From an optimization exercise on the open Yosys and OpenROAD flow, aimed at small area and a short achievable clock period; shortcuts taken in it are not production practice. RTL that was checked went through simulation tests only; none was proved equivalent to the original. The flow treats the clock pin as an ideal source, which a real chip does not have.

== red ==
==> flow/design.v (excerpt) <==
module cic_interpolator (
  input  logic                clock,
  input  logic                reset_n,
  input  logic [5:0]          interpolation,
  input  logic                clear_underflow,
  output logic                underflow,
  input  logic                out_strobe,
  input  logic                in_valid,
  input  logic signed [17:0]  in_data,
  output logic                in_ready,
  output logic                out_valid,
  output logic signed [17:0]  out_data
);
==> flow/config.mk <==
export PLATFORM = sky130hd
export DESIGN_NAME = cic_interpolator
export DESIGN_NICKNAME = cic_interpolator
export VERILOG_FILES = /design/flow/design.v
export SDC_FILE = /design/flow/constraint.sdc
export NUM_CORES = 4
export LEC_CHECK = 0
export ABC_AREA = 1
export CAP_MARGIN = 20
export CORE_MARGIN = 2
export CORE_UTILIZATION = 60
export PLACE_DENSITY = 0.7
export SETUP_SLACK_MARGIN = 3.5
export SLEW_MARGIN = 20
==> flow/constraint.sdc <==
create_clock -name core_clock -period 6.5 [get_ports {clock}]
set_input_delay 1.3000 -clock core_clock [delete_from_list [all_inputs] [get_ports {clock}]]
set_output_delay 1.3000 -clock core_clock [all_outputs]
set_load 0.01 [all_outputs]
standard.sh (not shown) runs the stock make flow with config.mk's settings and CLKGATE_MAP_FILE= SYNTH_SCRIPT=/design/flow/synth_recipe.tcl, a recipe that flattens the netlist after the stock synthesis.
==> flow/flow/run.sh <==
#!/bin/bash
# Standard ORFS layout (the standard.sh) with: clock tree synthesis
# without dummy loads and with larger sink clusters, buf_2 as the port
# buffer, and a tighter internal repair target on in_ready
# (flow/pre_cts.tcl). Make's output: flow_make.log.
set -euo pipefail
bash standard.sh \
  "CTS_ARGS=-sink_clustering_enable -repair_clock_nets -dont_use_dummy_load -sink_clustering_size 14 -sink_clustering_max_diameter 60 -buf_list sky130_fd_sc_hd__clkbuf_8" \
  "BUFFER_PORTS_ARGS=-buffer_cell sky130_fd_sc_hd__buf_2" \
  "PRE_CTS_TCL=$PWD/flow/pre_cts.tcl" \
  finish > flow_make.log 2>&1
==> flow/flow/pre_cts.tcl <==
set_output_delay 1.65 -clock [get_clocks core_clock] [get_ports in_ready]
[inputs] blue vs red
- changing SETUP_SLACK_MARGIN from 3.5 to 3.58
==> flow/flow/run.sh <==
#!/bin/bash
# Standard ORFS layout (the standard.sh) with these changes:
#  - synthesis maps with flow/abc_area.script, ORFS's abc_area.script
#    without its "buffer -c" step (placement-time repair buffers instead)
#    and with map -B 0.5 in place of map -B 0.9;
#    ORFS's scripts are copied to scripts_mod/ with only that file replaced
#  - clock tree synthesis without dummy loads, with clkbuf_8 buffers and
#    sink clusters of up to 14 flip-flops
#  - buf_2 as the port buffer
# Make's output goes to flow_make.log.
set -euo pipefail
rm -rf scripts_mod
cp -r "$FLOW_HOME/scripts" scripts_mod
cp flow/abc_area.script scripts_mod/abc_area.script
bash standard.sh \
  "SCRIPTS_DIR=$PWD/scripts_mod" \
  "CTS_ARGS=-sink_clustering_enable -repair_clock_nets -dont_use_dummy_load -sink_clustering_size 14 -sink_clustering_max_diameter 60 -buf_list sky130_fd_sc_hd__clkbuf_8" \
  "BUFFER_PORTS_ARGS=-buffer_cell sky130_fd_sc_hd__buf_2" \
  finish > flow_make.log 2>&1
==> flow/flow/abc_area.script (new file) <==
strash
dch
map -B 0.5
topo
stime -c
upsize -c
dnsize -c
removed: flow/flow/pre_cts.tcl
==> comparison <==
[compare] base=red new=blue: post-detailed-routing wire length lost 2.0%; critical path required time has increased. Going from red to blue, post-layout instance count excluding filler cells -2.8%; final critical delay including setup and external delays shrank by 0.33 ns; final worst slack increased by 0.33 ns relative to the old numbers; arrival time at the worst endpoint went up. Netlist area before placement was higher in the run labelled red. The core utilization in blue was higher than what red gave.
Setup changes, blue to green
- SETUP_SLACK_MARGIN: 3.58 -> 3.5
--- a/flow/flow/run.sh
+++ b/flow/flow/run.sh
@@ -4,2 +4 @@
-#    without its "buffer -c" step (placement-time repair buffers instead)
-#    and with map -B 0.5 in place of map -B 0.9;
+#    without its "buffer -c" step (placement-time repair buffers instead);
@@ -9,0 +9 @@
+#  - a tighter internal repair target on in_ready (flow/pre_cts.tcl)
@@ -18,0 +19 @@
+  "PRE_CTS_TCL=$PWD/flow/pre_cts.tcl" \
==> flow/flow/abc_area.script <==
strash
dch
map -B 0.9
topo
stime -c
upsize -c
dnsize -c
==> flow/flow/pre_cts.tcl (new file) <==
set_output_delay 1.65 -clock [get_clocks core_clock] [get_ports in_ready]
--- outcome ---
On detail-routed via count per cell: between blue and green, it ends up lower for green.
Measured against each other, blue and green differ in transition time of the tightest slew-check pin, the lower figure coming from blue.
Against blue, green reports a post-layout instance area that is lower.
green vs. blue: post-CTS setup buffer count went down by 17.
Input-level comparison between orange and green:
--- a/flow/flow/run.sh
+++ b/flow/flow/run.sh
@@ -3,3 +3,3 @@
-#  - synthesis maps with flow/abc_area.script, ORFS's abc_area.script
-#    without its "buffer -c" step (placement-time repair buffers instead);
-#    ORFS's scripts are copied to scripts_mod/ with only that file replaced
+#  - synthesis maps with flow/abc_area.script (one round of ABC's &nf
+#    mapper, smaller than ORFS's scripts); ORFS's scripts are copied to
+#    scripts_mod/ with only that file replaced
==> flow/flow/abc_area.script <==
&get -n
&st
&dch
&nf
&put
buffer -c
topo
stime -c
upsize -c
dnsize -c
## What came out
- orange | stages: all done | timing, DRC, antenna: all pass
- Relative to green, share of the clock period used by the worst path has gone up in orange.

## job 6049
Another version of the RTL of cic_interpolator (not shown whole).
For scale: ~2600 cells after synthesis, about 400 flip-flops, ~25000 µm² of cells after synthesis.
## cic_interpolator
module cic_interpolator (
  input  logic                clock,
  input  logic                reset_n,
  input  logic [5:0]          interpolation,
  input  logic                clear_underflow,
  output logic                underflow,
  input  logic                out_strobe,
  input  logic                in_valid,
  input  logic signed [17:0]  in_data,
  output logic                in_ready,
  output logic                out_valid,
  output logic signed [17:0]  out_data
);
Settings: LEC_CHECK=0, CAP_MARGIN=20, CORE_MARGIN=2, CORE_UTILIZATION=60, CTS_BUF_LIST=sky130_fd_sc_hd__clkbuf_8, CTS_CLUSTER_SIZE=30, PLACE_DENSITY=0.7, SETUP_SLACK_MARGIN=3.2, SLEW_MARGIN=20; clock period 6.5 ns.
run.sh (not shown) runs the stock make flow with config.mk's settings and CLKGATE_MAP_FILE= SYNTH_SCRIPT=/design/flow/synth_recipe.tcl, a recipe that flattens the netlist after the stock synthesis.
Stock flow here: none of the scripts above is used.
The final layout from job 6049, which completed every stage, passed the timing, design-rule and antenna checks at the end of the flow.
diff inputs: job 6049 => job 8369
Settings: a change of PLACE_DENSITY from 0.7 to 0.6; a deleted CTS_CLUSTER_SIZE that had been 30; a change of CORE_UTILIZATION from 60 to 40; a deleted CTS_BUF_LIST that had been sky130_fd_sc_hd__clkbuf_8.
--- outcome ---
- Diff job 6049..job 8369 | final-report hold violation count | unchanged
- The standard cells in job 8369 occupy more silicon area than those in job 6049 do.
- Job 8369 finished end to end and its layout was clean on timing, DRC and antenna.
- H-tree level count on job 8369 is down relative to job 6049.
- Job 6049 -> job 8369: final cell count increased by a little under 10%
No functional check of the RTL was part of any run of this note.

==> re-timing with driven ports <==
In the flow no input, the clock included, has a driving cell. The finished layouts below were timed again as built, in two steps. Step 1, drivers: a clkbuf_16 drives clock and a buf_2 each remaining input, both assumed. Step 2, shift: input delay + t, output delay - t, t = (earliest + latest rising clock arrival at the registers) / 2. This alone moves slack from input paths to output paths. Three values: ideal, step 1, step 2; two values: the first two.
run | shift t [ns] | setup slack, ns | pins driven straight from the clock port
blue | 0.662 | 3.486 / 3.437 / 2.986 | 1
orange | 0.655 | 3.024 / 3.037 / 2.381 | 1
job 6049 | 0.673 | 2.995 / 2.939 / 2.392 | 1
job 8369 | 0.635 | 3.052 / 2.997 / 2.486 | 1
After both steps setup and hold are still met in every run listed. For orange, which loses most, drivers alone change the setup slack by +0.013 ns; drivers and shift together by -0.643 ns.
